This is an optimization exercise on Yosys and OpenROAD, whose aim is small area and a short achievable clock period, not a production implementation. No run shown here included a check of the RTL's function; only the layout flow was run. No activity file was given, so power comes from the tool's default toggle rates.

==> flow/design.v <==
`default_nettype none
package lj_pkg;
	localparam int CELL_ID_WIDTH  = 2;             
	localparam int CELL_POS_WIDTH = 6;             
	localparam int MAG_WIDTH      = 6;             
	localparam int ACC_WIDTH   = 32;               
	localparam int COUNT_WIDTH = 8;                
	localparam int CMAG_WIDTH  = 14;
	localparam int PROD_WIDTH  = CMAG_WIDTH + MAG_WIDTH;    
	localparam int FORCE_SHIFT = 6;
	localparam int QH_WIDTH    = PROD_WIDTH - FORCE_SHIFT;
endpackage
`default_nettype wire
`timescale 1ns/1ns
`default_nettype none
import lj_pkg::*;
module pair_decode (
	input  logic [lj_pkg::CELL_ID_WIDTH-1:0]   hc,
	input  logic [lj_pkg::CELL_ID_WIDTH-1:0]   nc,
	input  logic [lj_pkg::CELL_POS_WIDTH-1:0]  hp,
	input  logic [lj_pkg::CELL_POS_WIDTH-1:0]  np,
	output logic                               ok,
	output logic                               neg,
	output logic [lj_pkg::MAG_WIDTH-1:0]       mag
);
	logic       up;                                
	logic       dn;                                
	logic [6:0] dp;                                
	logic       dp_neg;
	logic       dp_pos;
	always_comb begin
		up = 1'b0;
		dn = 1'b0;
		case ({hc, nc})
			4'b00_01, 4'b01_10, 4'b10_00: up = 1'b1;
			4'b00_10, 4'b01_00, 4'b10_01: dn = 1'b1;
			default: ;
		endcase
	end
	assign dp     = {1'b0, np} - {1'b0, hp};
	assign dp_neg = dp[6];
	assign dp_pos = ~dp[6] & (dp[5:0] != 6'd0);
	assign neg    = dn | (~up & dp_neg);
	assign ok     = up ? dp_neg : (dn ? dp_pos : 1'b1);
	assign mag    = neg ? (hp - np) : dp[5:0];
endmodule
module lj_sumsq (
	input  logic [5:0]  a,
	input  logic [5:0]  b,
	input  logic [5:0]  c,
	output logic [13:0] ra,      
	output logic [13:0] rb
);
	logic t1;
	logic t2;
	logic t3;
	logic t4;
	logic t5;
	logic t6;
	logic t7;
	logic t8;
	logic t9;
	logic t10;
	logic t11;
	logic t12;
	logic t13;
	logic t14;
	logic t15;
	logic t16;
	logic t17;
	logic t18;
	logic t19;
	logic t20;
	logic t21;
	logic t22;
	logic t23;
	logic t24;
	logic t25;
	logic t26;
	logic t27;
	logic t28;
	logic t29;
	logic t30;
	logic t31;
	logic t32;
	logic t33;
	logic t34;
	logic t35;
	logic t36;
	logic t37;
	logic t38;
	logic t39;
	logic t40;
	logic t41;
	logic t42;
	logic t43;
	logic t44;
	logic t45;
	logic t46;
	logic t47;
	logic t48;
	logic t49;
	logic t50;
	logic t51;
	logic t52;
	logic t53;
	logic t54;
	logic t55;
	logic t56;
	logic t57;
	logic t58;
	logic t59;
	logic t60;
	logic t61;
	logic t62;
	logic t63;
	logic t64;
	logic t65;
	logic t66;
	logic t67;
	logic t68;
	logic t69;
	logic t70;
	logic t71;
	logic t72;
	logic t73;
	logic t74;
	logic t75;
	logic t76;
	logic t77;
	logic t78;
	logic t79;
	logic t80;
	logic t81;
	logic t82;
	logic t83;
	logic t84;
	logic t85;
	logic t86;
	logic t87;
	logic t88;
	logic t89;
	logic t90;
	logic t91;
	logic t92;
	logic t93;
	logic t94;
	logic t95;
	logic t96;
	logic t97;
	logic t98;
	logic t99;
	logic t100;
	logic t101;
	logic t102;
	logic t103;
	logic t104;
	logic t105;
	logic t106;
	logic t107;
	logic t108;
	logic t109;
	logic t110;
	logic t111;
	logic t112;
	logic t113;
	logic t114;
	logic t115;
	logic t116;
	logic t117;
	logic t118;
	logic t119;
	logic t120;
	logic t121;
	logic t122;
	logic t123;
	logic t124;
	logic t125;
	logic t126;
	logic t127;
	logic t128;
	logic t129;
	logic t130;
	logic t131;
	logic t132;
	logic t133;
	logic t134;
	logic t135;
	logic t136;
	logic t137;
	assign t1 = a[0] & a[1];
	assign t2 = a[0] & a[2];
	assign t3 = a[0] & a[3];
	assign t4 = a[0] & a[4];
	assign t5 = a[0] & a[5];
	assign t6 = a[1] & a[2];
	assign t7 = a[1] & a[3];
	assign t8 = a[1] & a[4];
	assign t9 = a[1] & a[5];
	assign t10 = a[2] & a[3];
	assign t11 = a[2] & a[4];
	assign t12 = a[2] & a[5];
	assign t13 = a[3] & a[4];
	assign t14 = a[3] & a[5];
	assign t15 = a[4] & a[5];
	assign t16 = b[0] & b[1];
	assign t17 = b[0] & b[2];
	assign t18 = b[0] & b[3];
	assign t19 = b[0] & b[4];
	assign t20 = b[0] & b[5];
	assign t21 = b[1] & b[2];
	assign t22 = b[1] & b[3];
	assign t23 = b[1] & b[4];
	assign t24 = b[1] & b[5];
	assign t25 = b[2] & b[3];
	assign t26 = b[2] & b[4];
	assign t27 = b[2] & b[5];
	assign t28 = b[3] & b[4];
	assign t29 = b[3] & b[5];
	assign t30 = b[4] & b[5];
	assign t31 = c[0] & c[1];
	assign t32 = c[0] & c[2];
	assign t33 = c[0] & c[3];
	assign t34 = c[0] & c[4];
	assign t35 = c[0] & c[5];
	assign t36 = c[1] & c[2];
	assign t37 = c[1] & c[3];
	assign t38 = c[1] & c[4];
	assign t39 = c[1] & c[5];
	assign t40 = c[2] & c[3];
	assign t41 = c[2] & c[4];
	assign t42 = c[2] & c[5];
	assign t43 = c[3] & c[4];
	assign t44 = c[3] & c[5];
	assign t45 = c[4] & c[5];
	assign t46 = t5 ^ t8 ^ t10;
	assign t47 = (t5 & t8) | (t5 & t10) | (t8 & t10);
	assign t48 = a[3] ^ t20;
	assign t49 = a[3] & t20;
	assign t50 = t3 ^ t6 ^ a[2];
	assign t51 = (t3 & t6) | (t3 & a[2]) | (t6 & a[2]);
	assign t52 = t18 ^ t21;
	assign t53 = t18 & t21;
	assign t54 = t4 ^ t7 ^ t19;
	assign t55 = (t4 & t7) | (t4 & t19) | (t7 & t19);
	assign t56 = t46 ^ t48 ^ t23;
	assign t57 = (t46 & t48) | (t46 & t23) | (t48 & t23);
	assign t58 = t25 ^ b[3] ^ t35;
	assign t59 = (t25 & b[3]) | (t25 & t35) | (b[3] & t35);
	assign t60 = t47 ^ t49 ^ t9;
	assign t61 = (t47 & t49) | (t47 & t9) | (t49 & t9);
	assign t62 = t11 ^ t24 ^ t26;
	assign t63 = (t11 & t24) | (t11 & t26) | (t24 & t26);
	assign t64 = t12 ^ t13 ^ a[4];
	assign t65 = (t12 & t13) | (t12 & a[4]) | (t13 & a[4]);
	assign t66 = t27 ^ t28 ^ b[4];
	assign t67 = (t27 & t28) | (t27 & b[4]) | (t28 & b[4]);
	assign t68 = t42 ^ t43;
	assign t69 = t42 & t43;
	assign t70 = t1 ^ a[1] ^ t16;
	assign t71 = (t1 & a[1]) | (t1 & t16) | (a[1] & t16);
	assign t72 = t50 ^ t52 ^ b[2];
	assign t73 = (t50 & t52) | (t50 & b[2]) | (t52 & b[2]);
	assign t74 = t51 ^ t53 ^ t54;
	assign t75 = (t51 & t53) | (t51 & t54) | (t53 & t54);
	assign t76 = t22 ^ t34;
	assign t77 = t22 & t34;
	assign t78 = t55 ^ t56 ^ t58;
	assign t79 = (t55 & t56) | (t55 & t58) | (t56 & t58);
	assign t80 = t38 ^ t40 ^ c[3];
	assign t81 = (t38 & t40) | (t38 & c[3]) | (t40 & c[3]);
	assign t82 = t57 ^ t59 ^ t60;
	assign t83 = (t57 & t59) | (t57 & t60) | (t59 & t60);
	assign t84 = t62 ^ t39 ^ t41;
	assign t85 = (t62 & t39) | (t62 & t41) | (t39 & t41);
	assign t86 = t61 ^ t63 ^ t64;
	assign t87 = (t61 & t63) | (t61 & t64) | (t63 & t64);
	assign t88 = t66 ^ t68 ^ c[4];
	assign t89 = (t66 & t68) | (t66 & c[4]) | (t68 & c[4]);
	assign t90 = t65 ^ t67 ^ t69;
	assign t91 = (t65 & t67) | (t65 & t69) | (t67 & t69);
	assign t92 = t14 ^ t29 ^ t44;
	assign t93 = (t14 & t29) | (t14 & t44) | (t29 & t44);
	assign t94 = t15 ^ a[5] ^ t30;
	assign t95 = (t15 & a[5]) | (t15 & t30) | (a[5] & t30);
	assign t96 = b[5] ^ t45 ^ c[5];
	assign t97 = (b[5] & t45) | (b[5] & c[5]) | (t45 & c[5]);
	assign t98 = t70 ^ b[1];
	assign t99 = t70 & b[1];
	assign t100 = t71 ^ t2 ^ t17;
	assign t101 = (t71 & t2) | (t71 & t17) | (t2 & t17);
	assign t102 = t72 ^ t33 ^ t36;
	assign t103 = (t72 & t33) | (t72 & t36) | (t33 & t36);
	assign t104 = t73 ^ t74 ^ t76;
	assign t105 = (t73 & t74) | (t73 & t76) | (t74 & t76);
	assign t106 = t75 ^ t77 ^ t78;
	assign t107 = (t75 & t77) | (t75 & t78) | (t77 & t78);
	assign t108 = t79 ^ t81 ^ t82;
	assign t109 = (t79 & t81) | (t79 & t82) | (t81 & t82);
	assign t110 = t83 ^ t85 ^ t86;
	assign t111 = (t83 & t85) | (t83 & t86) | (t85 & t86);
	assign t112 = t87 ^ t89 ^ t90;
	assign t113 = (t87 & t89) | (t87 & t90) | (t89 & t90);
	assign t114 = t91 ^ t93 ^ t94;
	assign t115 = (t91 & t93) | (t91 & t94) | (t93 & t94);
	assign t116 = a[0] ^ b[0];
	assign t117 = a[0] & b[0];
	assign t118 = t98 ^ t31;
	assign t119 = t98 & t31;
	assign t120 = t99 ^ t100 ^ t32;
	assign t121 = (t99 & t100) | (t99 & t32) | (t100 & t32);
	assign t122 = t101 ^ t102 ^ c[2];
	assign t123 = (t101 & t102) | (t101 & c[2]) | (t102 & c[2]);
	assign t124 = t103 ^ t104 ^ t37;
	assign t125 = (t103 & t104) | (t103 & t37) | (t104 & t37);
	assign t126 = t105 ^ t106 ^ t80;
	assign t127 = (t105 & t106) | (t105 & t80) | (t106 & t80);
	assign t128 = t107 ^ t108 ^ t84;
	assign t129 = (t107 & t108) | (t107 & t84) | (t108 & t84);
	assign t130 = t109 ^ t110 ^ t88;
	assign t131 = (t109 & t110) | (t109 & t88) | (t110 & t88);
	assign t132 = t111 ^ t112 ^ t92;
	assign t133 = (t111 & t112) | (t111 & t92) | (t112 & t92);
	assign t134 = t113 ^ t114 ^ t96;
	assign t135 = (t113 & t114) | (t113 & t96) | (t114 & t96);
	assign t136 = t115 ^ t95 ^ t97;
	assign t137 = (t115 & t95) | (t115 & t97) | (t95 & t97);
	assign ra = {1'b0, t137, t135, t133, t131, t129, t127, t125, t123, t121, t119, t118, t117, t116};
	assign rb = {1'b0, 1'b0, t136, t134, t132, t130, t128, t126, t124, t122, t120, c[1], 1'b0, c[0]};
endmodule
`default_nettype wire
`timescale 1ns/1ns
`default_nettype none
import lj_pkg::*;
module force_execute (
	input  logic                               en,
	input  logic [7:0]                         tab,      
	output logic                               csign,
	output logic [lj_pkg::CMAG_WIDTH-1:0]      cmag
);
	logic                         t_sign;
	logic [lj_pkg::CMAG_WIDTH-1:0] t_mag;
	always_comb begin
		case (tab)
			8'd0: begin t_sign = 1'b0; t_mag = 14'd16000; end   
			8'd1: begin t_sign = 1'b0; t_mag = 14'd15745; end   
			8'd2: begin t_sign = 1'b0; t_mag = 14'd15490; end   
			8'd3: begin t_sign = 1'b0; t_mag = 14'd15235; end   
			8'd4: begin t_sign = 1'b0; t_mag = 14'd14980; end   
			8'd5: begin t_sign = 1'b0; t_mag = 14'd14725; end   
			8'd6: begin t_sign = 1'b0; t_mag = 14'd14470; end   
			8'd7: begin t_sign = 1'b0; t_mag = 14'd14215; end   
			8'd8: begin t_sign = 1'b0; t_mag = 14'd13960; end   
			8'd9: begin t_sign = 1'b0; t_mag = 14'd13705; end   
			8'd10: begin t_sign = 1'b0; t_mag = 14'd13450; end   
			8'd11: begin t_sign = 1'b0; t_mag = 14'd13195; end   
			8'd12: begin t_sign = 1'b0; t_mag = 14'd12940; end   
			8'd13: begin t_sign = 1'b0; t_mag = 14'd12685; end   
			8'd14: begin t_sign = 1'b0; t_mag = 14'd12430; end   
			8'd15: begin t_sign = 1'b0; t_mag = 14'd12175; end   
			8'd16: begin t_sign = 1'b0; t_mag = 14'd11920; end   
			8'd17: begin t_sign = 1'b0; t_mag = 14'd11665; end   
			8'd18: begin t_sign = 1'b0; t_mag = 14'd11410; end   
			8'd19: begin t_sign = 1'b0; t_mag = 14'd11155; end   
			8'd20: begin t_sign = 1'b0; t_mag = 14'd10900; end   
			8'd21: begin t_sign = 1'b0; t_mag = 14'd10645; end   
			8'd22: begin t_sign = 1'b0; t_mag = 14'd10390; end   
			8'd23: begin t_sign = 1'b0; t_mag = 14'd10135; end   
			8'd24: begin t_sign = 1'b0; t_mag = 14'd9880; end   
			8'd25: begin t_sign = 1'b0; t_mag = 14'd9625; end   
			8'd26: begin t_sign = 1'b0; t_mag = 14'd9370; end   
			8'd27: begin t_sign = 1'b0; t_mag = 14'd9115; end   
			8'd28: begin t_sign = 1'b0; t_mag = 14'd8860; end   
			8'd29: begin t_sign = 1'b0; t_mag = 14'd8605; end   
			8'd30: begin t_sign = 1'b0; t_mag = 14'd8350; end   
			8'd31: begin t_sign = 1'b0; t_mag = 14'd8095; end   
			8'd32: begin t_sign = 1'b0; t_mag = 14'd8000; end   
			8'd33: begin t_sign = 1'b0; t_mag = 14'd7800; end   
			8'd34: begin t_sign = 1'b0; t_mag = 14'd7600; end   
			8'd35: begin t_sign = 1'b0; t_mag = 14'd7400; end   
			8'd36: begin t_sign = 1'b0; t_mag = 14'd7200; end   
			8'd37: begin t_sign = 1'b0; t_mag = 14'd7000; end   
			8'd38: begin t_sign = 1'b0; t_mag = 14'd6800; end   
			8'd39: begin t_sign = 1'b0; t_mag = 14'd6600; end   
			8'd40: begin t_sign = 1'b0; t_mag = 14'd6400; end   
			8'd41: begin t_sign = 1'b0; t_mag = 14'd6200; end   
			8'd42: begin t_sign = 1'b0; t_mag = 14'd6000; end   
			8'd43: begin t_sign = 1'b0; t_mag = 14'd5800; end   
			8'd44: begin t_sign = 1'b0; t_mag = 14'd5600; end   
			8'd45: begin t_sign = 1'b0; t_mag = 14'd5400; end   
			8'd46: begin t_sign = 1'b0; t_mag = 14'd5200; end   
			8'd47: begin t_sign = 1'b0; t_mag = 14'd5000; end   
			8'd48: begin t_sign = 1'b0; t_mag = 14'd4800; end   
			8'd49: begin t_sign = 1'b0; t_mag = 14'd4600; end   
			8'd50: begin t_sign = 1'b0; t_mag = 14'd4400; end   
			8'd51: begin t_sign = 1'b0; t_mag = 14'd4200; end   
			8'd52: begin t_sign = 1'b0; t_mag = 14'd4000; end   
			8'd53: begin t_sign = 1'b0; t_mag = 14'd3800; end   
			8'd54: begin t_sign = 1'b0; t_mag = 14'd3600; end   
			8'd55: begin t_sign = 1'b0; t_mag = 14'd3400; end   
			8'd56: begin t_sign = 1'b0; t_mag = 14'd3200; end   
			8'd57: begin t_sign = 1'b0; t_mag = 14'd3000; end   
			8'd58: begin t_sign = 1'b0; t_mag = 14'd2800; end   
			8'd59: begin t_sign = 1'b0; t_mag = 14'd2600; end   
			8'd60: begin t_sign = 1'b0; t_mag = 14'd2400; end   
			8'd61: begin t_sign = 1'b0; t_mag = 14'd2200; end   
			8'd62: begin t_sign = 1'b0; t_mag = 14'd2000; end   
			8'd63: begin t_sign = 1'b0; t_mag = 14'd1800; end   
			8'd64: begin t_sign = 1'b0; t_mag = 14'd1800; end   
			8'd65: begin t_sign = 1'b0; t_mag = 14'd1740; end   
			8'd66: begin t_sign = 1'b0; t_mag = 14'd1680; end   
			8'd67: begin t_sign = 1'b0; t_mag = 14'd1620; end   
			8'd68: begin t_sign = 1'b0; t_mag = 14'd1560; end   
			8'd69: begin t_sign = 1'b0; t_mag = 14'd1500; end   
			8'd70: begin t_sign = 1'b0; t_mag = 14'd1440; end   
			8'd71: begin t_sign = 1'b0; t_mag = 14'd1380; end   
			8'd72: begin t_sign = 1'b0; t_mag = 14'd1320; end   
			8'd73: begin t_sign = 1'b0; t_mag = 14'd1260; end   
			8'd74: begin t_sign = 1'b0; t_mag = 14'd1200; end   
			8'd75: begin t_sign = 1'b0; t_mag = 14'd1140; end   
			8'd76: begin t_sign = 1'b0; t_mag = 14'd1080; end   
			8'd77: begin t_sign = 1'b0; t_mag = 14'd1020; end   
			8'd78: begin t_sign = 1'b0; t_mag = 14'd960; end   
			8'd79: begin t_sign = 1'b0; t_mag = 14'd900; end   
			8'd80: begin t_sign = 1'b0; t_mag = 14'd840; end   
			8'd81: begin t_sign = 1'b0; t_mag = 14'd780; end   
			8'd82: begin t_sign = 1'b0; t_mag = 14'd720; end   
			8'd83: begin t_sign = 1'b0; t_mag = 14'd660; end   
			8'd84: begin t_sign = 1'b0; t_mag = 14'd600; end   
			8'd85: begin t_sign = 1'b0; t_mag = 14'd540; end   
			8'd86: begin t_sign = 1'b0; t_mag = 14'd480; end   
			8'd87: begin t_sign = 1'b0; t_mag = 14'd420; end   
			8'd88: begin t_sign = 1'b0; t_mag = 14'd360; end   
			8'd89: begin t_sign = 1'b0; t_mag = 14'd300; end   
			8'd90: begin t_sign = 1'b0; t_mag = 14'd240; end   
			8'd91: begin t_sign = 1'b0; t_mag = 14'd180; end   
			8'd92: begin t_sign = 1'b0; t_mag = 14'd120; end   
			8'd93: begin t_sign = 1'b0; t_mag = 14'd60; end   
			8'd94: begin t_sign = 1'b0; t_mag = 14'd0; end   
			8'd95: begin t_sign = 1'b1; t_mag = 14'd60; end   
			8'd96: begin t_sign = 1'b1; t_mag = 14'd60; end   
			8'd97: begin t_sign = 1'b1; t_mag = 14'd68; end   
			8'd98: begin t_sign = 1'b1; t_mag = 14'd76; end   
			8'd99: begin t_sign = 1'b1; t_mag = 14'd84; end   
			8'd100: begin t_sign = 1'b1; t_mag = 14'd92; end   
			8'd101: begin t_sign = 1'b1; t_mag = 14'd100; end   
			8'd102: begin t_sign = 1'b1; t_mag = 14'd108; end   
			8'd103: begin t_sign = 1'b1; t_mag = 14'd116; end   
			8'd104: begin t_sign = 1'b1; t_mag = 14'd124; end   
			8'd105: begin t_sign = 1'b1; t_mag = 14'd132; end   
			8'd106: begin t_sign = 1'b1; t_mag = 14'd140; end   
			8'd107: begin t_sign = 1'b1; t_mag = 14'd148; end   
			8'd108: begin t_sign = 1'b1; t_mag = 14'd156; end   
			8'd109: begin t_sign = 1'b1; t_mag = 14'd164; end   
			8'd110: begin t_sign = 1'b1; t_mag = 14'd172; end   
			8'd111: begin t_sign = 1'b1; t_mag = 14'd180; end   
			8'd112: begin t_sign = 1'b1; t_mag = 14'd188; end   
			8'd113: begin t_sign = 1'b1; t_mag = 14'd196; end   
			8'd114: begin t_sign = 1'b1; t_mag = 14'd204; end   
			8'd115: begin t_sign = 1'b1; t_mag = 14'd212; end   
			8'd116: begin t_sign = 1'b1; t_mag = 14'd220; end   
			8'd117: begin t_sign = 1'b1; t_mag = 14'd228; end   
			8'd118: begin t_sign = 1'b1; t_mag = 14'd236; end   
			8'd119: begin t_sign = 1'b1; t_mag = 14'd244; end   
			8'd120: begin t_sign = 1'b1; t_mag = 14'd252; end   
			8'd121: begin t_sign = 1'b1; t_mag = 14'd260; end   
			8'd122: begin t_sign = 1'b1; t_mag = 14'd268; end   
			8'd123: begin t_sign = 1'b1; t_mag = 14'd276; end   
			8'd124: begin t_sign = 1'b1; t_mag = 14'd284; end   
			8'd125: begin t_sign = 1'b1; t_mag = 14'd292; end   
			8'd126: begin t_sign = 1'b1; t_mag = 14'd300; end   
			8'd127: begin t_sign = 1'b1; t_mag = 14'd308; end   
			8'd128: begin t_sign = 1'b1; t_mag = 14'd310; end   
			8'd129: begin t_sign = 1'b1; t_mag = 14'd313; end   
			8'd130: begin t_sign = 1'b1; t_mag = 14'd316; end   
			8'd131: begin t_sign = 1'b1; t_mag = 14'd319; end   
			8'd132: begin t_sign = 1'b1; t_mag = 14'd322; end   
			8'd133: begin t_sign = 1'b1; t_mag = 14'd325; end   
			8'd134: begin t_sign = 1'b1; t_mag = 14'd328; end   
			8'd135: begin t_sign = 1'b1; t_mag = 14'd331; end   
			8'd136: begin t_sign = 1'b1; t_mag = 14'd334; end   
			8'd137: begin t_sign = 1'b1; t_mag = 14'd337; end   
			8'd138: begin t_sign = 1'b1; t_mag = 14'd340; end   
			8'd139: begin t_sign = 1'b1; t_mag = 14'd343; end   
			8'd140: begin t_sign = 1'b1; t_mag = 14'd346; end   
			8'd141: begin t_sign = 1'b1; t_mag = 14'd349; end   
			8'd142: begin t_sign = 1'b1; t_mag = 14'd352; end   
			8'd143: begin t_sign = 1'b1; t_mag = 14'd355; end   
			8'd144: begin t_sign = 1'b1; t_mag = 14'd358; end   
			8'd145: begin t_sign = 1'b1; t_mag = 14'd361; end   
			8'd146: begin t_sign = 1'b1; t_mag = 14'd364; end   
			8'd147: begin t_sign = 1'b1; t_mag = 14'd367; end   
			8'd148: begin t_sign = 1'b1; t_mag = 14'd370; end   
			8'd149: begin t_sign = 1'b1; t_mag = 14'd373; end   
			8'd150: begin t_sign = 1'b1; t_mag = 14'd376; end   
			8'd151: begin t_sign = 1'b1; t_mag = 14'd379; end   
			8'd152: begin t_sign = 1'b1; t_mag = 14'd382; end   
			8'd153: begin t_sign = 1'b1; t_mag = 14'd385; end   
			8'd154: begin t_sign = 1'b1; t_mag = 14'd388; end   
			8'd155: begin t_sign = 1'b1; t_mag = 14'd391; end   
			8'd156: begin t_sign = 1'b1; t_mag = 14'd394; end   
			8'd157: begin t_sign = 1'b1; t_mag = 14'd397; end   
			8'd158: begin t_sign = 1'b1; t_mag = 14'd400; end   
			8'd159: begin t_sign = 1'b1; t_mag = 14'd403; end   
			8'd160: begin t_sign = 1'b1; t_mag = 14'd400; end   
			8'd161: begin t_sign = 1'b1; t_mag = 14'd401; end   
			8'd162: begin t_sign = 1'b1; t_mag = 14'd402; end   
			8'd163: begin t_sign = 1'b1; t_mag = 14'd403; end   
			8'd164: begin t_sign = 1'b1; t_mag = 14'd404; end   
			8'd165: begin t_sign = 1'b1; t_mag = 14'd405; end   
			8'd166: begin t_sign = 1'b1; t_mag = 14'd406; end   
			8'd167: begin t_sign = 1'b1; t_mag = 14'd407; end   
			8'd168: begin t_sign = 1'b1; t_mag = 14'd408; end   
			8'd169: begin t_sign = 1'b1; t_mag = 14'd409; end   
			8'd170: begin t_sign = 1'b1; t_mag = 14'd410; end   
			8'd171: begin t_sign = 1'b1; t_mag = 14'd411; end   
			8'd172: begin t_sign = 1'b1; t_mag = 14'd412; end   
			8'd173: begin t_sign = 1'b1; t_mag = 14'd413; end   
			8'd174: begin t_sign = 1'b1; t_mag = 14'd414; end   
			8'd175: begin t_sign = 1'b1; t_mag = 14'd415; end   
			8'd176: begin t_sign = 1'b1; t_mag = 14'd416; end   
			8'd177: begin t_sign = 1'b1; t_mag = 14'd417; end   
			8'd178: begin t_sign = 1'b1; t_mag = 14'd418; end   
			8'd179: begin t_sign = 1'b1; t_mag = 14'd419; end   
			8'd180: begin t_sign = 1'b1; t_mag = 14'd420; end   
			8'd181: begin t_sign = 1'b1; t_mag = 14'd421; end   
			8'd182: begin t_sign = 1'b1; t_mag = 14'd422; end   
			8'd183: begin t_sign = 1'b1; t_mag = 14'd423; end   
			8'd184: begin t_sign = 1'b1; t_mag = 14'd424; end   
			8'd185: begin t_sign = 1'b1; t_mag = 14'd425; end   
			8'd186: begin t_sign = 1'b1; t_mag = 14'd426; end   
			8'd187: begin t_sign = 1'b1; t_mag = 14'd427; end   
			8'd188: begin t_sign = 1'b1; t_mag = 14'd428; end   
			8'd189: begin t_sign = 1'b1; t_mag = 14'd429; end   
			8'd190: begin t_sign = 1'b1; t_mag = 14'd430; end   
			8'd191: begin t_sign = 1'b1; t_mag = 14'd431; end   
			8'd192: begin t_sign = 1'b1; t_mag = 14'd300; end   
			8'd193: begin t_sign = 1'b1; t_mag = 14'd302; end   
			8'd194: begin t_sign = 1'b1; t_mag = 14'd304; end   
			8'd195: begin t_sign = 1'b1; t_mag = 14'd306; end   
			8'd196: begin t_sign = 1'b1; t_mag = 14'd308; end   
			8'd197: begin t_sign = 1'b1; t_mag = 14'd310; end   
			8'd198: begin t_sign = 1'b1; t_mag = 14'd312; end   
			8'd199: begin t_sign = 1'b1; t_mag = 14'd314; end   
			8'd200: begin t_sign = 1'b1; t_mag = 14'd316; end   
			8'd201: begin t_sign = 1'b1; t_mag = 14'd318; end   
			8'd202: begin t_sign = 1'b1; t_mag = 14'd320; end   
			8'd203: begin t_sign = 1'b1; t_mag = 14'd322; end   
			8'd204: begin t_sign = 1'b1; t_mag = 14'd324; end   
			8'd205: begin t_sign = 1'b1; t_mag = 14'd326; end   
			8'd206: begin t_sign = 1'b1; t_mag = 14'd328; end   
			8'd207: begin t_sign = 1'b1; t_mag = 14'd330; end   
			8'd208: begin t_sign = 1'b1; t_mag = 14'd332; end   
			8'd209: begin t_sign = 1'b1; t_mag = 14'd334; end   
			8'd210: begin t_sign = 1'b1; t_mag = 14'd336; end   
			8'd211: begin t_sign = 1'b1; t_mag = 14'd338; end   
			8'd212: begin t_sign = 1'b1; t_mag = 14'd340; end   
			8'd213: begin t_sign = 1'b1; t_mag = 14'd342; end   
			8'd214: begin t_sign = 1'b1; t_mag = 14'd344; end   
			8'd215: begin t_sign = 1'b1; t_mag = 14'd346; end   
			8'd216: begin t_sign = 1'b1; t_mag = 14'd348; end   
			8'd217: begin t_sign = 1'b1; t_mag = 14'd350; end   
			8'd218: begin t_sign = 1'b1; t_mag = 14'd352; end   
			8'd219: begin t_sign = 1'b1; t_mag = 14'd354; end   
			8'd220: begin t_sign = 1'b1; t_mag = 14'd356; end   
			8'd221: begin t_sign = 1'b1; t_mag = 14'd358; end   
			8'd222: begin t_sign = 1'b1; t_mag = 14'd360; end   
			8'd223: begin t_sign = 1'b1; t_mag = 14'd362; end   
			8'd224: begin t_sign = 1'b1; t_mag = 14'd200; end   
			8'd225: begin t_sign = 1'b1; t_mag = 14'd204; end   
			8'd226: begin t_sign = 1'b1; t_mag = 14'd208; end   
			8'd227: begin t_sign = 1'b1; t_mag = 14'd212; end   
			8'd228: begin t_sign = 1'b1; t_mag = 14'd216; end   
			8'd229: begin t_sign = 1'b1; t_mag = 14'd220; end   
			8'd230: begin t_sign = 1'b1; t_mag = 14'd224; end   
			8'd231: begin t_sign = 1'b1; t_mag = 14'd228; end   
			8'd232: begin t_sign = 1'b1; t_mag = 14'd232; end   
			8'd233: begin t_sign = 1'b1; t_mag = 14'd236; end   
			8'd234: begin t_sign = 1'b1; t_mag = 14'd240; end   
			8'd235: begin t_sign = 1'b1; t_mag = 14'd244; end   
			8'd236: begin t_sign = 1'b1; t_mag = 14'd248; end   
			8'd237: begin t_sign = 1'b1; t_mag = 14'd252; end   
			8'd238: begin t_sign = 1'b1; t_mag = 14'd256; end   
			8'd239: begin t_sign = 1'b1; t_mag = 14'd260; end   
			8'd240: begin t_sign = 1'b1; t_mag = 14'd264; end   
			8'd241: begin t_sign = 1'b1; t_mag = 14'd268; end   
			8'd242: begin t_sign = 1'b1; t_mag = 14'd272; end   
			8'd243: begin t_sign = 1'b1; t_mag = 14'd276; end   
			8'd244: begin t_sign = 1'b1; t_mag = 14'd280; end   
			8'd245: begin t_sign = 1'b1; t_mag = 14'd284; end   
			8'd246: begin t_sign = 1'b1; t_mag = 14'd288; end   
			8'd247: begin t_sign = 1'b1; t_mag = 14'd292; end   
			8'd248: begin t_sign = 1'b1; t_mag = 14'd296; end   
			8'd249: begin t_sign = 1'b1; t_mag = 14'd300; end   
			8'd250: begin t_sign = 1'b1; t_mag = 14'd304; end   
			8'd251: begin t_sign = 1'b1; t_mag = 14'd308; end   
			8'd252: begin t_sign = 1'b1; t_mag = 14'd312; end   
			8'd253: begin t_sign = 1'b1; t_mag = 14'd316; end   
			8'd254: begin t_sign = 1'b1; t_mag = 14'd320; end   
			8'd255: begin t_sign = 1'b1; t_mag = 14'd324; end   
			default: begin t_sign = 1'b0; t_mag = 14'd0; end
		endcase
	end
	assign csign = t_sign;
	assign cmag  = t_mag & {CMAG_WIDTH{en}};
endmodule
module lj_mul (
	input  logic [13:0] c,
	input  logic [15:0] c3,      
	input  logic [5:0]  m,
	output logic [19:0] q
);
	logic t1;
	logic t2;
	logic t3;
	logic t4;
	logic t5;
	logic t6;
	logic t7;
	logic t8;
	logic t9;
	logic t10;
	logic t11;
	logic t12;
	logic t13;
	logic t14;
	logic t15;
	logic t16;
	logic t17;
	logic t18;
	logic t19;
	logic t20;
	logic t21;
	logic t22;
	logic t23;
	logic t24;
	logic t25;
	logic t26;
	logic t27;
	logic t28;
	logic t29;
	logic t30;
	logic t31;
	logic t32;
	logic t33;
	logic t34;
	logic t35;
	logic t36;
	logic t37;
	logic t38;
	logic t39;
	logic t40;
	logic t41;
	logic t42;
	logic t43;
	logic t44;
	logic t45;
	logic t46;
	logic t47;
	logic t48;
	logic t49;
	logic t50;
	logic t51;
	logic t52;
	logic t53;
	logic t54;
	logic t55;
	logic t56;
	logic t57;
	logic t58;
	logic t59;
	logic t60;
	logic t61;
	logic t62;
	logic t63;
	logic t64;
	logic t65;
	logic t66;
	logic t67;
	logic t68;
	logic t69;
	logic t70;
	logic t71;
	logic t72;
	logic t73;
	logic t74;
	logic t75;
	logic t76;
	assign t1 = (~m[1] & m[0] & c[0]) | (m[1] & m[0] & c3[0]);
	assign t2 = (~m[1] & m[0] & c[1]) | (m[1] & ~m[0] & c[0]) | (m[1] & m[0] & c3[1]);
	assign t3 = (~m[1] & m[0] & c[2]) | (m[1] & ~m[0] & c[1]) | (m[1] & m[0] & c3[2]);
	assign t4 = (~m[1] & m[0] & c[3]) | (m[1] & ~m[0] & c[2]) | (m[1] & m[0] & c3[3]);
	assign t5 = (~m[1] & m[0] & c[4]) | (m[1] & ~m[0] & c[3]) | (m[1] & m[0] & c3[4]);
	assign t6 = (~m[1] & m[0] & c[5]) | (m[1] & ~m[0] & c[4]) | (m[1] & m[0] & c3[5]);
	assign t7 = (~m[1] & m[0] & c[6]) | (m[1] & ~m[0] & c[5]) | (m[1] & m[0] & c3[6]);
	assign t8 = (~m[1] & m[0] & c[7]) | (m[1] & ~m[0] & c[6]) | (m[1] & m[0] & c3[7]);
	assign t9 = (~m[1] & m[0] & c[8]) | (m[1] & ~m[0] & c[7]) | (m[1] & m[0] & c3[8]);
	assign t10 = (~m[1] & m[0] & c[9]) | (m[1] & ~m[0] & c[8]) | (m[1] & m[0] & c3[9]);
	assign t11 = (~m[1] & m[0] & c[10]) | (m[1] & ~m[0] & c[9]) | (m[1] & m[0] & c3[10]);
	assign t12 = (~m[1] & m[0] & c[11]) | (m[1] & ~m[0] & c[10]) | (m[1] & m[0] & c3[11]);
	assign t13 = (~m[1] & m[0] & c[12]) | (m[1] & ~m[0] & c[11]) | (m[1] & m[0] & c3[12]);
	assign t14 = (~m[1] & m[0] & c[13]) | (m[1] & ~m[0] & c[12]) | (m[1] & m[0] & c3[13]);
	assign t15 = (m[1] & ~m[0] & c[13]) | (m[1] & m[0] & c3[14]);
	assign t16 = (m[1] & m[0] & c3[15]);
	assign t17 = (~m[3] & m[2] & c[0]) | (m[3] & m[2] & c3[0]);
	assign t18 = (~m[3] & m[2] & c[1]) | (m[3] & ~m[2] & c[0]) | (m[3] & m[2] & c3[1]);
	assign t19 = (~m[3] & m[2] & c[2]) | (m[3] & ~m[2] & c[1]) | (m[3] & m[2] & c3[2]);
	assign t20 = (~m[3] & m[2] & c[3]) | (m[3] & ~m[2] & c[2]) | (m[3] & m[2] & c3[3]);
	assign t21 = (~m[3] & m[2] & c[4]) | (m[3] & ~m[2] & c[3]) | (m[3] & m[2] & c3[4]);
	assign t22 = (~m[3] & m[2] & c[5]) | (m[3] & ~m[2] & c[4]) | (m[3] & m[2] & c3[5]);
	assign t23 = (~m[3] & m[2] & c[6]) | (m[3] & ~m[2] & c[5]) | (m[3] & m[2] & c3[6]);
	assign t24 = (~m[3] & m[2] & c[7]) | (m[3] & ~m[2] & c[6]) | (m[3] & m[2] & c3[7]);
	assign t25 = (~m[3] & m[2] & c[8]) | (m[3] & ~m[2] & c[7]) | (m[3] & m[2] & c3[8]);
	assign t26 = (~m[3] & m[2] & c[9]) | (m[3] & ~m[2] & c[8]) | (m[3] & m[2] & c3[9]);
	assign t27 = (~m[3] & m[2] & c[10]) | (m[3] & ~m[2] & c[9]) | (m[3] & m[2] & c3[10]);
	assign t28 = (~m[3] & m[2] & c[11]) | (m[3] & ~m[2] & c[10]) | (m[3] & m[2] & c3[11]);
	assign t29 = (~m[3] & m[2] & c[12]) | (m[3] & ~m[2] & c[11]) | (m[3] & m[2] & c3[12]);
	assign t30 = (~m[3] & m[2] & c[13]) | (m[3] & ~m[2] & c[12]) | (m[3] & m[2] & c3[13]);
	assign t31 = (m[3] & ~m[2] & c[13]) | (m[3] & m[2] & c3[14]);
	assign t32 = (m[3] & m[2] & c3[15]);
	assign t33 = (~m[5] & m[4] & c[0]) | (m[5] & m[4] & c3[0]);
	assign t34 = (~m[5] & m[4] & c[1]) | (m[5] & ~m[4] & c[0]) | (m[5] & m[4] & c3[1]);
	assign t35 = (~m[5] & m[4] & c[2]) | (m[5] & ~m[4] & c[1]) | (m[5] & m[4] & c3[2]);
	assign t36 = (~m[5] & m[4] & c[3]) | (m[5] & ~m[4] & c[2]) | (m[5] & m[4] & c3[3]);
	assign t37 = (~m[5] & m[4] & c[4]) | (m[5] & ~m[4] & c[3]) | (m[5] & m[4] & c3[4]);
	assign t38 = (~m[5] & m[4] & c[5]) | (m[5] & ~m[4] & c[4]) | (m[5] & m[4] & c3[5]);
	assign t39 = (~m[5] & m[4] & c[6]) | (m[5] & ~m[4] & c[5]) | (m[5] & m[4] & c3[6]);
	assign t40 = (~m[5] & m[4] & c[7]) | (m[5] & ~m[4] & c[6]) | (m[5] & m[4] & c3[7]);
	assign t41 = (~m[5] & m[4] & c[8]) | (m[5] & ~m[4] & c[7]) | (m[5] & m[4] & c3[8]);
	assign t42 = (~m[5] & m[4] & c[9]) | (m[5] & ~m[4] & c[8]) | (m[5] & m[4] & c3[9]);
	assign t43 = (~m[5] & m[4] & c[10]) | (m[5] & ~m[4] & c[9]) | (m[5] & m[4] & c3[10]);
	assign t44 = (~m[5] & m[4] & c[11]) | (m[5] & ~m[4] & c[10]) | (m[5] & m[4] & c3[11]);
	assign t45 = (~m[5] & m[4] & c[12]) | (m[5] & ~m[4] & c[11]) | (m[5] & m[4] & c3[12]);
	assign t46 = (~m[5] & m[4] & c[13]) | (m[5] & ~m[4] & c[12]) | (m[5] & m[4] & c3[13]);
	assign t47 = (m[5] & ~m[4] & c[13]) | (m[5] & m[4] & c3[14]);
	assign t48 = (m[5] & m[4] & c3[15]);
	assign t49 = t5 ^ t19;
	assign t50 = t5 & t19;
	assign t51 = t6 ^ t20 ^ t34;
	assign t52 = (t6 & t20) | (t6 & t34) | (t20 & t34);
	assign t53 = t7 ^ t21 ^ t35;
	assign t54 = (t7 & t21) | (t7 & t35) | (t21 & t35);
	assign t55 = t8 ^ t22 ^ t36;
	assign t56 = (t8 & t22) | (t8 & t36) | (t22 & t36);
	assign t57 = t9 ^ t23 ^ t37;
	assign t58 = (t9 & t23) | (t9 & t37) | (t23 & t37);
	assign t59 = t10 ^ t24 ^ t38;
	assign t60 = (t10 & t24) | (t10 & t38) | (t24 & t38);
	assign t61 = t11 ^ t25 ^ t39;
	assign t62 = (t11 & t25) | (t11 & t39) | (t25 & t39);
	assign t63 = t12 ^ t26 ^ t40;
	assign t64 = (t12 & t26) | (t12 & t40) | (t26 & t40);
	assign t65 = t13 ^ t27 ^ t41;
	assign t66 = (t13 & t27) | (t13 & t41) | (t27 & t41);
	assign t67 = t14 ^ t28 ^ t42;
	assign t68 = (t14 & t28) | (t14 & t42) | (t28 & t42);
	assign t69 = t15 ^ t29 ^ t43;
	assign t70 = (t15 & t29) | (t15 & t43) | (t29 & t43);
	assign t71 = t16 ^ t30 ^ t44;
	assign t72 = (t16 & t30) | (t16 & t44) | (t30 & t44);
	assign t73 = t31 ^ t45;
	assign t74 = t31 & t45;
	assign t75 = t32 ^ t46;
	assign t76 = t32 & t46;
	assign q = {t48, t76, t74, t72, t70, t68, t66, t64, t62, t60, t58, t56, t54, t52, t50, t49, t4, t3, t2, t1}
	         + {1'b0, t47, t75, t73, t71, t69, t67, t65, t63, t61, t59, t57, t55, t53, t51, t33, t18, t17, 1'b0, 1'b0};
endmodule
`default_nettype wire
`timescale 1ns/1ns
`default_nettype none
import lj_pkg::*;
module force_accumulate (
	input  logic                                clk,
	input  logic                                clr,
	input  logic                                s,
	input  logic                                cin,      
	input  logic [lj_pkg::QH_WIDTH-1:0]         x,        
	output logic [lj_pkg::ACC_WIDTH-1:0]        acc
);
	localparam int HW = ACC_WIDTH - QH_WIDTH;        
	logic [ACC_WIDTH-1:0]         base;
	logic [QH_WIDTH+1:0]          lo;              
	logic                         c;
	logic                         inc;
	logic                         dec;
	logic [HW-1:0]                hi;
	logic [HW:0]                  all1;            
	logic [HW:0]                  all0;            
	assign base = clr ? '0 : acc;
	assign lo   = {1'b0, base[QH_WIDTH-1:0], 1'b1} + {1'b0, x, cin};
	assign c    = lo[QH_WIDTH+1];
	assign inc  = c & ~s;
	assign dec  = s & ~c;
	assign hi   = base[ACC_WIDTH-1:QH_WIDTH];
	assign all1[0] = 1'b1;
	assign all0[0] = 1'b1;
	genvar i;
	generate
		for (i = 0; i < HW; i++) begin : g_hi
			assign all1[i+1] = all1[i] & hi[i];
			assign all0[i+1] = all0[i] & ~hi[i];
		end
	endgenerate
	always_ff @(posedge clk) begin
		acc <= {hi ^ (({HW{inc}} & all1[HW-1:0]) | ({HW{dec}} & all0[HW-1:0])), lo[QH_WIDTH:1]};
	end
endmodule
`default_nettype wire
`timescale 1ns/1ns
`default_nettype none
import lj_pkg::*;
module lj_pair_top (
	input  logic                                   clk,
	input  logic                                   rst_n,
	input  logic                                   pair_valid,
	input  logic                                   pair_last,
	input  logic [3*lj_pkg::CELL_ID_WIDTH-1:0]     home_cell,
	input  logic [3*lj_pkg::CELL_ID_WIDTH-1:0]     nbr_cell,
	input  logic [3*lj_pkg::CELL_POS_WIDTH-1:0]    home_pos,
	input  logic [3*lj_pkg::CELL_POS_WIDTH-1:0]    nbr_pos,
	output logic                                   force_valid,
	output logic signed [lj_pkg::ACC_WIDTH-1:0]    force_x,
	output logic signed [lj_pkg::ACC_WIDTH-1:0]    force_y,
	output logic signed [lj_pkg::ACC_WIDTH-1:0]    force_z,
	output logic [lj_pkg::COUNT_WIDTH-1:0]         pair_count
);
	localparam int MW = MAG_WIDTH;
	localparam int CW = CMAG_WIDTH;
	localparam int QW = QH_WIDTH;
	logic [2:0]        ok0;
	logic [2:0]        neg0;
	logic [3*MW-1:0]   mag0;
	genvar a;
	generate
		for (a = 0; a < 3; a++) begin : g_axis
			pair_decode dec_i (
				.hc(home_cell[a*CELL_ID_WIDTH +: CELL_ID_WIDTH]),
				.nc(nbr_cell[a*CELL_ID_WIDTH +: CELL_ID_WIDTH]),
				.hp(home_pos[a*CELL_POS_WIDTH +: CELL_POS_WIDTH]),
				.np(nbr_pos[a*CELL_POS_WIDTH +: CELL_POS_WIDTH]),
				.ok(ok0[a]), .neg(neg0[a]), .mag(mag0[a*MW +: MW])
			);
		end
	endgenerate
	logic              v1, last1;
	logic [2:0]        neg1;
	logic [3*MW-1:0]   mag1;
	always_ff @(posedge clk or negedge rst_n) begin
		if (!rst_n) begin
			v1 <= 1'b0;
			last1 <= 1'b0;
		end else begin
			v1 <= pair_valid & (&ok0);
			last1 <= pair_valid & pair_last;
		end
	end
	always_ff @(posedge clk) begin
		neg1 <= neg0;
		mag1 <= mag0;
	end
	logic [13:0]       ra1, rb1;                   
	lj_sumsq sumsq_i (.a(mag1[0 +: MW]), .b(mag1[MW +: MW]), .c(mag1[2*MW +: MW]),
		.ra(ra1), .rb(rb1));
	logic [13:0]       r2;
	logic              en1;
	assign r2  = ra1 + rb1;
	assign en1 = v1 & (r2[13:12] == 2'b00) & (r2[11:4] != 8'd0);    
	logic              en2, last2;
	logic [7:0]        tabn2;                      
	logic [2:0]        neg2;
	logic [3*MW-1:0]   mag2;
	always_ff @(posedge clk or negedge rst_n) begin
		if (!rst_n) begin
			en2 <= 1'b0;
			last2 <= 1'b0;
		end else begin
			en2 <= en1;
			last2 <= last1;
		end
	end
	always_ff @(posedge clk) begin
		tabn2 <= ~r2[11:4];
		neg2 <= neg1;
		mag2 <= mag1;
	end
	logic [7:0]        tab2;
	assign tab2 = ~tabn2;
	logic              csign;
	logic [CW-1:0]     cmag;
	force_execute coef_i (.en(en2), .tab(tab2), .csign(csign), .cmag(cmag));
	logic              en3, last3;
	logic [2:0]        s3;
	logic [CW-1:0]     cmag3;
	logic [3*MW-1:0]   mag3;
	always_ff @(posedge clk or negedge rst_n) begin
		if (!rst_n) begin
			en3 <= 1'b0;
			last3 <= 1'b0;
		end else begin
			en3 <= en2;
			last3 <= last2;
		end
	end
	always_ff @(posedge clk) begin
		s3 <= neg2 ^ {3{csign}};
		cmag3 <= cmag;
		mag3 <= mag2;
	end
	logic [15:0]       c3_3;                       
	assign c3_3 = {2'b00, cmag3} + {1'b0, cmag3, 1'b0};
    	logic [3*QW-1:0]   x3;
    	logic [2:0]        cin3;
    	generate
    		for (a = 0; a < 3; a++) begin : g_mul
    			logic [PROD_WIDTH-1:0] q;
    			lj_mul mul_i (.c(cmag3), .c3(c3_3), .m(mag3[a*MW +: MW]), .q(q));
    			assign x3[a*QW +: QW] = q[PROD_WIDTH-1:FORCE_SHIFT] ^ {QW{s3[a]}};
    			assign cin3[a]        = s3[a] & (q[FORCE_SHIFT-1:0] == '0);
    		end
    	endgenerate
    	logic              en4, last4;
    	logic [2:0]        s4;
    	logic [2:0]        cin4;
    	logic [3*QW-1:0]   x4;
    	always_ff @(posedge clk or negedge rst_n) begin
		if (!rst_n) begin
			en4 <= 1'b0;
			last4 <= 1'b0;
		end else begin
			en4 <= en3;
			last4 <= last3;
		end
	end
	always_ff @(posedge clk) begin
		s4 <= s3;
		cin4 <= cin3;
		x4 <= x3;
	end
	logic              clr_x, clr_y, clr_z, clr_n;    
	always_ff @(posedge clk or negedge rst_n) begin
		if (!rst_n) begin
			force_valid <= 1'b0;
			clr_x <= 1'b1;
			clr_y <= 1'b1;
			clr_z <= 1'b1;
			clr_n <= 1'b1;
		end else begin
			force_valid <= last4;
			clr_x <= last4 | (clr_x & ~en4);
			clr_y <= last4 | (clr_y & ~en4);
			clr_z <= last4 | (clr_z & ~en4);
			clr_n <= last4 | (clr_n & ~en4);
		end
	end
	force_accumulate acc_x (.clk(clk), .clr(clr_x), .s(s4[2]), .cin(cin4[2]),
		.x(x4[2*QW +: QW]), .acc(force_x));
	force_accumulate acc_y (.clk(clk), .clr(clr_y), .s(s4[1]), .cin(cin4[1]),
		.x(x4[1*QW +: QW]), .acc(force_y));
	force_accumulate acc_z (.clk(clk), .clr(clr_z), .s(s4[0]), .cin(cin4[0]),
		.x(x4[0*QW +: QW]), .acc(force_z));
	always_ff @(posedge clk) begin
		pair_count <= (clr_n ? '0 : pair_count) + {{(COUNT_WIDTH-1){1'b0}}, en4};
	end
endmodule
`default_nettype wire
==> flow/run.sh <==
#!/bin/bash
# synth_recipe.tcl (not shown) runs the flow's synth.tcl, then flattens the netlist and writes it again
# the make line also repeats each setting of config.mk as NAME=value (left out here)
make -C /OpenROAD-flow-scripts/flow DESIGN_CONFIG=/design/flow/config.mk WORK_HOME=/design/flow/orfs CLKGATE_MAP_FILE= SYNTH_SCRIPT=/design/flow/synth_recipe.tcl finish
==> flow/config.mk <==
export PLATFORM = sky130hd
export DESIGN_NAME = lj_pair_top
export DESIGN_NICKNAME = lj_pair_top
export VERILOG_FILES = /design/flow/design.v
export SDC_FILE = /design/flow/constraint.sdc
export NUM_CORES = 4
export LEC_CHECK = 0
export CAP_MARGIN = 20
export CORE_MARGIN = 2
export CORE_UTILIZATION = 40
export SETUP_SLACK_MARGIN = 5
export SLEW_MARGIN = 20
==> flow/constraint.sdc <==
create_clock -name core_clock -period 9.5 [get_ports {clk}]
set_input_delay 1.9000 -clock core_clock [delete_from_list [all_inputs] [get_ports {clk}]]
set_output_delay 1.9000 -clock core_clock [all_outputs]
set_load 0.01 [all_outputs]
==> results by group, run 1 <==
Global route
  • Initial antenna violation count: 0
  • Vias in the first global route: 18900
  • GRT overflow: 0
  • Global Route Usage Sum: 0.199
  • Global-route wire length before repair: 93.9 mm
  • Largest net degree at the start of global routing: 39

Layout
  • Area Growth Syn to Fin: 23.2%
  • Fraction of layout cells with a size suffix above 1: 0.144
  • Total Nets Final: 3096
  • Fillcell total: 4921
  • Antenna diodes: 0
  • Fin area: 0.0263 mm^2

Power and ir drop
  • Leakage Power: 11.4 nW
  • Pwr Density: 392 mW/mm^2
  • Overall power: 10.3 mW
  • Worst VDD drop: 0.000454 V

Placement
  • Place WS: 3.82 ns
  • Post-DP Area: 0.0234 mm^2
  • GPL Wtd Cong: 0.890
  • Detailed placement HPWL: 41.0 mm
  • PortBufs: 156

Flow run
  • Max-Cap Viols: 0

Yosys
  • Post-Synthesis Cells: 2596
  • Ys async rst share: 0.0520
  • Mapped Area: 0.0213 mm^2
  • Synth area leaders: dfxtp_1 22%, ha_1 11%, fa_1 7.2%
  • Syn Area/Cell: 8.22 um^2
  • Yosys top cell area share: 0.222
  • Yosys reg bits: 250
  • Top_reg_cell synth: dfxtp_1
  • Net Count, Synth: 2913
  • Ys Warns: 4
  • Synth cell types: 91
  • Cell taking the most area after synthesis: dfxtp_1
  • Number of synthesized flops with an enable pin: 0
  • Seq/Total Area, Yosys: 0.238

Worst setup path
  • CP Max Fanout: 11
  • Reg2Reg Capture Point: x4[41]
  • Cell mode on critical path: buf_6
  • CP max stage delay: 0.53 ns
  • CP max stage cell: fa_1
  • R2R depth: 20
  • WP data arrival: 5.16 ns
  • Worst Setup Path Type: flip-flop to flip-flop
  • FF-to-FF Start: cmag3[4]
  • Type of destination of the critical path: flip-flop
  • R2R setup slack: 4.84 ns
  • Crit path cell chain: ha_1 -> o21a_1 -> o31ai_4 -> a31o_4 -> o21bai_4 -> a211oi_2 -> nor2_2 -> buf_6 -> buf_6 -> mux2_2 -> a22o_1 -> fa_1 -> ha_4 -> a21oi_2 -> o21ai_1 -> or3_1 -> o21bai_1 -> a31o_1 -> a31oi_2 -> xnor2_1
  • Req. time, crit path: 10.00 ns
  • Crit path launch type: flip-flop

STA
  • Pin slew with the least headroom to its limit: 1.05 ns
  • Hold Violations, Final: 0
  • RSZ-0062 raised after global routing: true
  • Clk_skew: 0.0116 ns
  • Fmax: 214 MHz
  • Setup TNS: 0 ns
  • Min Tclk post-route: 4.66 ns
  • Headroom to the max-slew limit: 0.297
  • Hold slack: 0.325 ns
  • Final WS setup: 4.84 ns
  • Period utilisation layout: 0.491
  • Slew Limit Fails: 0
  • # setup viols final: 0

Drt
  • Average vias per placed instance: 5.57
  • Drt pass-1 iters: 5
  • Final ANT Viol Nets: 0
  • Via Count: 19400
  • Routed WL per cell: 16.7 um
  • WL final: 58.1 mm
  • Iter 0 DRT Violations: 1331
  • DRC: 0

Hold path
  • WHS Path Cells: 0
  • HP Start: mag2[8]
  • Hold Crit Class: flip-flop to flip-flop
  • Hold path endpoint: mag3[8]

CTS
  • Clk sinks: 250
  • Reg clk slew, reported paths: 0.07 ns
  • Hold-fix buffers, CTS: 0
  • Root buffer cell: clkbuf_16
  • Longest Clk Path Bufs: 3
  • Number of buffers created by CTS: 28
  • CTS tree: built
  • Worst skew pair latency: 0.56 ns
  • H-Tree Depth: 1

Floorplan
  • Die width: 235 um
  • Ports: 157
  • Core ar.: 0.0527 mm^2
  • Die H: 235 um
  • DIE AREA: 0.0552 mm^2
  • Initial core utilization: 0.405
  • Row Count: 84

Outcome
  • Status: timing/DRC/antenna clean
==> synth_stat cells (52+ instances only) <==
cell type,instances
dfxtp_1,237
o21ai_0,198
ha_1,188
nand2_1,187
nor2_1,185
inv_1,181
a21oi_1,143
xnor2_1,132
clkbuf_1,116
nor2b_1,83
fa_1,77
a21o_1,57
xor2_1,52
==> cells in the final DEF, fill, tap and decap left out, types with 12 or more instances in the layout <==
cell	Yosys	routed
xor2_1	52	49
fa_1	77	73
o211ai_1	27	27
a211oi_1	22	18
o21ai_1	21	25
or3_1	24	21
nor3b_1	13	13
a21oi_1	143	125
nor2b_1	83	79
and2_1	48	48
and3_1	14	13
o22ai_1	12	12
inv_1	181	170
buf_4	0	110
a22oi_1	19	19
nand3_1	38	34
a31oi_1	31	28
o21ai_0	198	186
ha_1	188	157
ha_4	0	21
dfxtp_1	237	217
nor3_1	47	43
o21a_1	33	32
xnor2_1	132	128
clkbuf_16	0	30
clkdlybuf4s50_1	0	156
a21boi_1	12	13
mux2i_1	36	36
a21o_1	57	56
nand2_1	187	185
a21oi_2	0	17
a22o_1	41	41
nor2_1	185	177
mux2_2	40	38
nand2b_1	50	49
dfxtp_4	0	16
==> critical path, delay by kind of cell, from the launching register on <==
kind / cells / cell delay (ns)
simple gates: 2 / 0.49
buf+inv: 2 / 0.23
xor+xnor: 1 / 0.13
mux: 1 / 0.25
fa+ha+maj: 3 / 1.16
compound gates: 11 / 1.93
flops: 1 / 0.40
==> through the flow <==
stage | cells | util
after floorplan | 2596 | -
after global placement | 3323 | 0.444
after detailed placement | 3323 | 0.444
after CTS | 3441 | 0.482
after global routing | 3487 | 0.499
final | 3487 | 0.499
==> where the power goes <==
| group | switching [mW] | internal [mW] | total (mW) |
|---|---|---|---|
| logic | 3.59 | 3.40 | 6.98 |
| clock network | 0.442 | 0.723 | 1.16 |
| registers | 0.569 | 1.58 | 2.15 |
| total | 4.60 | 5.70 | 10.3 |
==> registers in the layout, summed over array words and instances, names as in the netlist, 3 cells and up <==
name        cells
x4             42
acc_x.acc      32
acc_y.acc      32
acc_z.acc      32
mag1           18
mag2           18
mag3           18
cmag3          14
pair_count      8
tabn2           8
cin4            3
neg1            3
neg2            3
s3              3
s4              3
==> cell type report <==
cell class              count  area (um^2)  area share
flip-flops and latches    250         5150       0.196
inverters                 184          701      0.0267
multi-input cells        2032        15900       0.607
repair buffers            283         2630       0.100
clock buffers              38          800      0.0304
clock inverters            12          198     0.00752
well taps                 688          861      0.0327
==> layer usage <==
| layer | vias up | wire (um) | track usage |
|---|---|---|---|
| met5 | - | 0 | 0 |
| met4 | 0 | 1690 | 0.0610 |
| met3 | 118 | 3000 | 0.0269 |
| met2 | 564 | 28200 | 0.349 |
| met1 | 9214 | 25200 | 0.253 |
| li1 | 9515 | - | - |
==> timing repair <==
item,4_1_cts,5_1_grt
pin swaps,42,91
setup endpoints to repair,73,55
buffers inserted,68,45
gates cloned,0,1
resized for setup,106,122
==> kinds of logic after synthesis <==
| family | after synthesis | synth area share |
|---|---|---|
| buffers and inverters | 314 | 0.0559 |
| XOR/XNOR | 185 | 0.0763 |
| AND/OR/NAND/NOR | 750 | 0.175 |
| multiplexers | 79 | 0.0407 |
| flip-flops | 250 | 0.238 |
| AO/OA/AOI/OAI | 752 | 0.231 |
| adder cells (fa/ha/maj) | 266 | 0.183 |
==> worst max path at each step <==
stage	startpoint	end	slack [ns]	cells after the start
after detailed placement	cmag3[2]	x4[41]	3.82	19
after global placement	cmag3[2]	x4[27]	3.98	16
after global routing	cmag3[4]	x4[41]	4.68	20
after floorplan	cmag3[0]	x4[41]	5.00	20
final	cmag3[4]	x4[41]	4.84	20
after CTS	cmag3[7]	x4[41]	4.89	19
==> run 2, diff against run 1 <==
--- a/flow/config.mk
+++ b/flow/config.mk
@@ -5,6 +5,7 @@
 export SDC_FILE = /design/flow/constraint.sdc
 export NUM_CORES = 4
 export LEC_CHECK = 0
+export ABC_AREA = 1
 export CAP_MARGIN = 20
 export CORE_MARGIN = 2
 export CORE_UTILIZATION = 40
==> run 2 against run 1 <==
Sequential share of layout area grew 1.5 points. Fmax grew 0.75%. Via count shrank 4.2%. First-iteration DRC count shrank 2.5%. Die area shrank 4.4%.
==> results by group, run 2 <==
STA
  • RSZ-0062 raised after global routing: true (unchanged)
  • Slew Limit Fails: 0 (unchanged)
  • Pin slew with the least headroom to its limit: 0.806 ns (was 1.05 ns)
  • # setup viols final: 0 (unchanged)
  • Headroom to the max-slew limit: 0.462 (was 0.297)
  • Fmax: 216 MHz (was 214 MHz)
  • Hold Violations, Final: 0 (unchanged)
  • Clk_skew: 0.0166 ns (was 0.0116 ns)
  • Min Tclk post-route: 4.63 ns (was 4.66 ns)
  • Setup TNS: 0 ns (unchanged)
  • Period utilisation layout: 0.487 (was 0.491)

Power and ir drop
  • Switching pwr: 4.86 mW (was 4.60 mW)
  • Leakage Power: 12.0 nW (was 11.4 nW)
  • Sw Ratio: 0.482 (was 0.447)
  • Internal Power: 5.23 mW (was 5.70 mW)
  • Clk pwr share: 0.126 (was 0.113)
  • Pwr Density: 414 mW/mm^2 (was 392 mW/mm^2)
  • Worst VDD drop: 0.000428 V (was 0.000454 V)
  • Overall power: 10.1 mW (was 10.3 mW)
  • Combinational share of power: 0.678 (about the same)
  • Seq pwr share: 0.196 (was 0.208)

Global route
  • Vias in the first global route: 18200 (was 18900)
  • Global Route Usage Sum: 0.205 (was 0.199)
  • Initial antenna violation count: 0 (unchanged)
  • Largest net degree at the start of global routing: 26 (was 39)
  • Global-route wire length before repair: 90.2 mm (was 93.9 mm)
  • GRT overflow: 0 (unchanged)

Flow run
  • Max-Cap Viols: 0 (unchanged)

Worst setup path
  • CP max stage cell: fa_1 (unchanged)
  • R2R depth: 23 (was 20)
  • Crit path cell chain: nand2_4 -> fa_1 -> inv_2 -> fa_1 -> inv_1 -> fa_1 -> inv_1 -> fa_1 -> inv_2 -> fa_1 -> inv_2 -> ha_4 -> nand2_2 -> o21a_1 -> nand2_2 -> nand2_2 -> nand2_4 -> a21oi_4 -> o21ai_2 -> xor2_1 -> nor2_1 -> nand2_1 -> inv_1 (was ha_1 -> o21a_1 -> o31ai_4 -> a31o_4 -> o21bai_4 -> a211oi_2 -> nor2_2 -> buf_6 -> buf_6 -> mux2_2 -> a22o_1 -> fa_1 -> ha_4 -> a21oi_2 -> o21ai_1 -> or3_1 -> o21bai_1 -> a31o_1 -> a31oi_2 -> xnor2_1)
  • Crit path launch type: flip-flop (unchanged)
  • CP max stage delay: 0.54 ns (was 0.53 ns)
  • Type of destination of the critical path: flip-flop (unchanged)
  • WP data arrival: 5.11 ns (was 5.16 ns)
  • Cell mode on critical path: fa_1 (was buf_6)
  • CP bufs+invs: 6 (was 2)
  • Req. time, crit path: 9.98 ns (was 10.00 ns)
  • Worst path depth: 23 (was 20)
  • CP top delay family: adder cells (was compound AO/OA/AOI/OAI gates)
  • CP Max Fanout: 3 (was 11)
  • Worst Setup Path Type: flip-flop to flip-flop (unchanged)

Yosys
  • Yosys top cell area share: 0.233 (was 0.222)
  • Number of synthesized flops with an enable pin: 0 (unchanged)
  • Synth area leaders: dfxtp_1 23%, ha_1 12%, nand2_1 8.8% (was dfxtp_1 22%, ha_1 11%, fa_1 7.2%)
  • Ys async rst share: 0.0520 (unchanged)
  • Seq/Total Area, Yosys: 0.249 (was 0.238)
  • Yosys reg bits: 250 (unchanged)
  • Post-synth top cells: 479 x nand2_1, 459 x inv_1, 237 x dfxtp_1, 188 x ha_1, 182 x nor2_1 (was 237 x dfxtp_1, 198 x o21ai_0, 188 x ha_1, 187 x nand2_1, 185 x nor2_1)
  • Top_reg_cell synth: dfxtp_1 (unchanged)
  • Synth cell types: 61 (was 91)
  • Most common cell in the netlist: nand2_1 (was dfxtp_1)
  • Net Count, Synth: 3032 (was 2913)
  • Post-Synthesis Cells: 2715 (was 2596)
  • Mapped Area: 0.0204 mm^2 (was 0.0213 mm^2)
  • Syn Area/Cell: 7.51 um^2 (was 8.22 um^2)
  • Cell taking the most area after synthesis: dfxtp_1 (unchanged)
  • Ys Warns: 4 (unchanged)

CTS
  • Root buffer cell: clkbuf_16 (unchanged)
  • Reg clk slew, reported paths: 0.06 ns (was 0.07 ns)
  • H-Tree Depth: 1 (unchanged)
  • Worst skew pair latency: 0.59 ns (was 0.56 ns)
  • Number of buffers created by CTS: 31 (was 28)
  • Hold-fix buffers, CTS: 0 (unchanged)
  • CTS tree: built (unchanged)
  • Longest Clk Path Bufs: 3 (unchanged)
  • Clk sinks: 250 (unchanged)

Drt
  • Final ANT Viol Nets: 0 (unchanged)
  • DRC: 0 (unchanged)
  • WL final: 55.6 mm (was 58.1 mm)
  • Iter 0 DRT Violations: 1298 (was 1331)
  • Drt pass-1 iters: 8 (was 5)
  • Average vias per placed instance: 5.22 (was 5.57)
  • Routed WL per cell: 15.6 um (was 16.7 um)
  • Via Count: 18600 (was 19400)

Layout
  • Most common cell after layout, fill and taps aside: nand2_1 (was dfxtp_1)
  • Total Nets Final: 3183 (was 3096)
  • Max reg flops: 42 (unchanged)
  • Most frequent cells in the layout: 469 x nand2_1, 453 x inv_1, 226 x dfxtp_1 (was 217 x dfxtp_1, 186 x o21ai_0, 185 x nand2_1)
  • Top reg by flops: x4 (unchanged)
  • Fraction of layout cells with a size suffix above 1: 0.0779 (was 0.144)
  • Fillcell total: 4925 (was 4921)
  • Area Growth Syn to Fin: 19.4% (was 23.2%)
  • Antenna diodes: 0 (unchanged)

Outcome
  • Status: timing/DRC/antenna clean (unchanged)

Floorplan
  • Initial core utilization: 0.405 (about the same)
  • DIE AREA: 0.0528 mm^2 (was 0.0552 mm^2)
  • Core ar.: 0.0503 mm^2 (was 0.0527 mm^2)
  • Die H: 230 um (was 235 um)
  • Row Count: 82 (was 84)
  • Die width: 230 um (was 235 um)
  • Ports: 157 (unchanged)

Hold path
  • WHS Path Cells: 0 (unchanged)
  • Hold Crit Class: flip-flop to flip-flop (unchanged)

Placement
  • PortBufs: 156 (unchanged)
  • Detailed placement HPWL: 42.4 mm (was 41.0 mm)
  • GPL Wtd Cong: 0.917 (was 0.890)
-- run 2: cells by family after synthesis --
kind of cell / share of synthesized area
xor gates and xnor gates: 0.0961
buffers and inverters: 0.107
adders and majority gates: 0.191
DFF: 0.249
and+or+nand+nor: 0.201
AOI/OAI and AO/OA: 0.156
-- run 2: power by group through the flow --
stage / combinational, mW / sequential (mW) / clock (mW)
after floorplan: 4.63 / 1.89 / 0
after global placement: 6.08 / 2.02 / 0
after detailed placement: 6.14 / 2.03 / 0
after CTS: 6.38 / 2.00 / 1.31
after global routing: 7.68 / 2.03 / 1.35
final: 6.84 / 1.97 / 1.27
-- run 2: path summary, 6_finish.rpt --
check	start	endpoint	slack, ns
max reg2reg	mag1[0]	en2	4.87
max	mag1[0]	en2	4.87
max in group asynchronous	rst_n	clr_z	7.49
min	neg1[1]	neg2[1]	0.32
min reg2reg	neg1[1]	neg2[1]	0.32
min in group asynchronous	rst_n	v1	1.70
-- run 2: timing repair --
item,in CTS,in global routing
resized for setup,36,66
buffers inserted,17,17
pin swaps,8,8
setup endpoints to repair,38,36
-- run 2: cell type report --
cell class / instances / area (um^2) / share of cell area
flip-flops and latches: 250 / 5120 / 0.211
multi-input cells: 1904 / 13500 / 0.555
inverters: 486 / 1880 / 0.0772
clock buffers: 36 / 825 / 0.0339
clock inverters: 21 / 297 / 0.0122
well taps: 672 / 841 / 0.0346
repair buffers: 193 / 1860 / 0.0766
-- run 2: per-layer routing --
layer | vias to the layer above | global-route usage | wire, um
met4 | 0 | 0.0786 | 1970
met2 | 596 | 0.357 | 26500
li1 | 9256 | - | -
met3 | 132 | 0.0200 | 3330
met5 | - | 0 | 0
met1 | 8615 | 0.262 | 23700
-- run 2: through the flow --
step	std cells	worst slack [ns]	utilization	hold slack (ns)	area [um^2]
after global placement	3471	4.42	0.448	0.310	22500
after global routing	3562	4.64	0.484	0.329	24300
final	3562	4.87	0.484	0.324	24300
after floorplan	2715	4.99	-	0.310	20400
after CTS	3545	4.83	0.475	0.324	23900
after detailed placement	3471	4.26	0.448	0.312	22500
-- run 2: worst reg2reg max path, stage by stage, from the launching register on --
cell	delay (ns)
dfxtp_4	0.36
nand2_4	0.05
fa_1	0.54
inv_2	0.04
fa_1	0.53
inv_1	0.06
fa_1	0.50
inv_1	0.05
fa_1	0.50
inv_2	0.04
fa_1	0.51
inv_2	0.05
ha_4	0.27
nand2_2	0.05
o21a_1	0.19
nand2_2	0.11
nand2_2	0.08
nand2_4	0.08
a21oi_4	0.07
o21ai_2	0.13
xor2_1	0.15
nor2_1	0.07
nand2_1	0.06
inv_1	0.04

-- re-timing with driven ports --
How much do the figures lean on ideal ports? The routed layouts below were timed once more, with nothing changed but the port constraints.
Step 1 assumes that a clkbuf_16 drives the clock port and a buf_2 every other input.
Step 2 adds t to the input delays and takes it off the output delays; t is the mean of the earliest and latest rising clock arrival at the registers after step 1. Input paths then give back, and output paths get back, about the clock's delay inside the block.
a / b / c = ideal ports / drivers / drivers and shift; a / b = the first two.
run	t (ns)	slack for setup (ns)	latest minus earliest clock arrival (ns)
run 1	0.607	4.835 / 4.835 / 4.573	0.012 / 0.013
run 2	0.638	4.870 / 4.870 / 4.870	0.018 / 0.018
After both steps setup and hold are still met in every run listed. For run 1, which loses most, drivers alone change the setup slack by 0.000 ns; drivers and shift together by -0.262 ns.
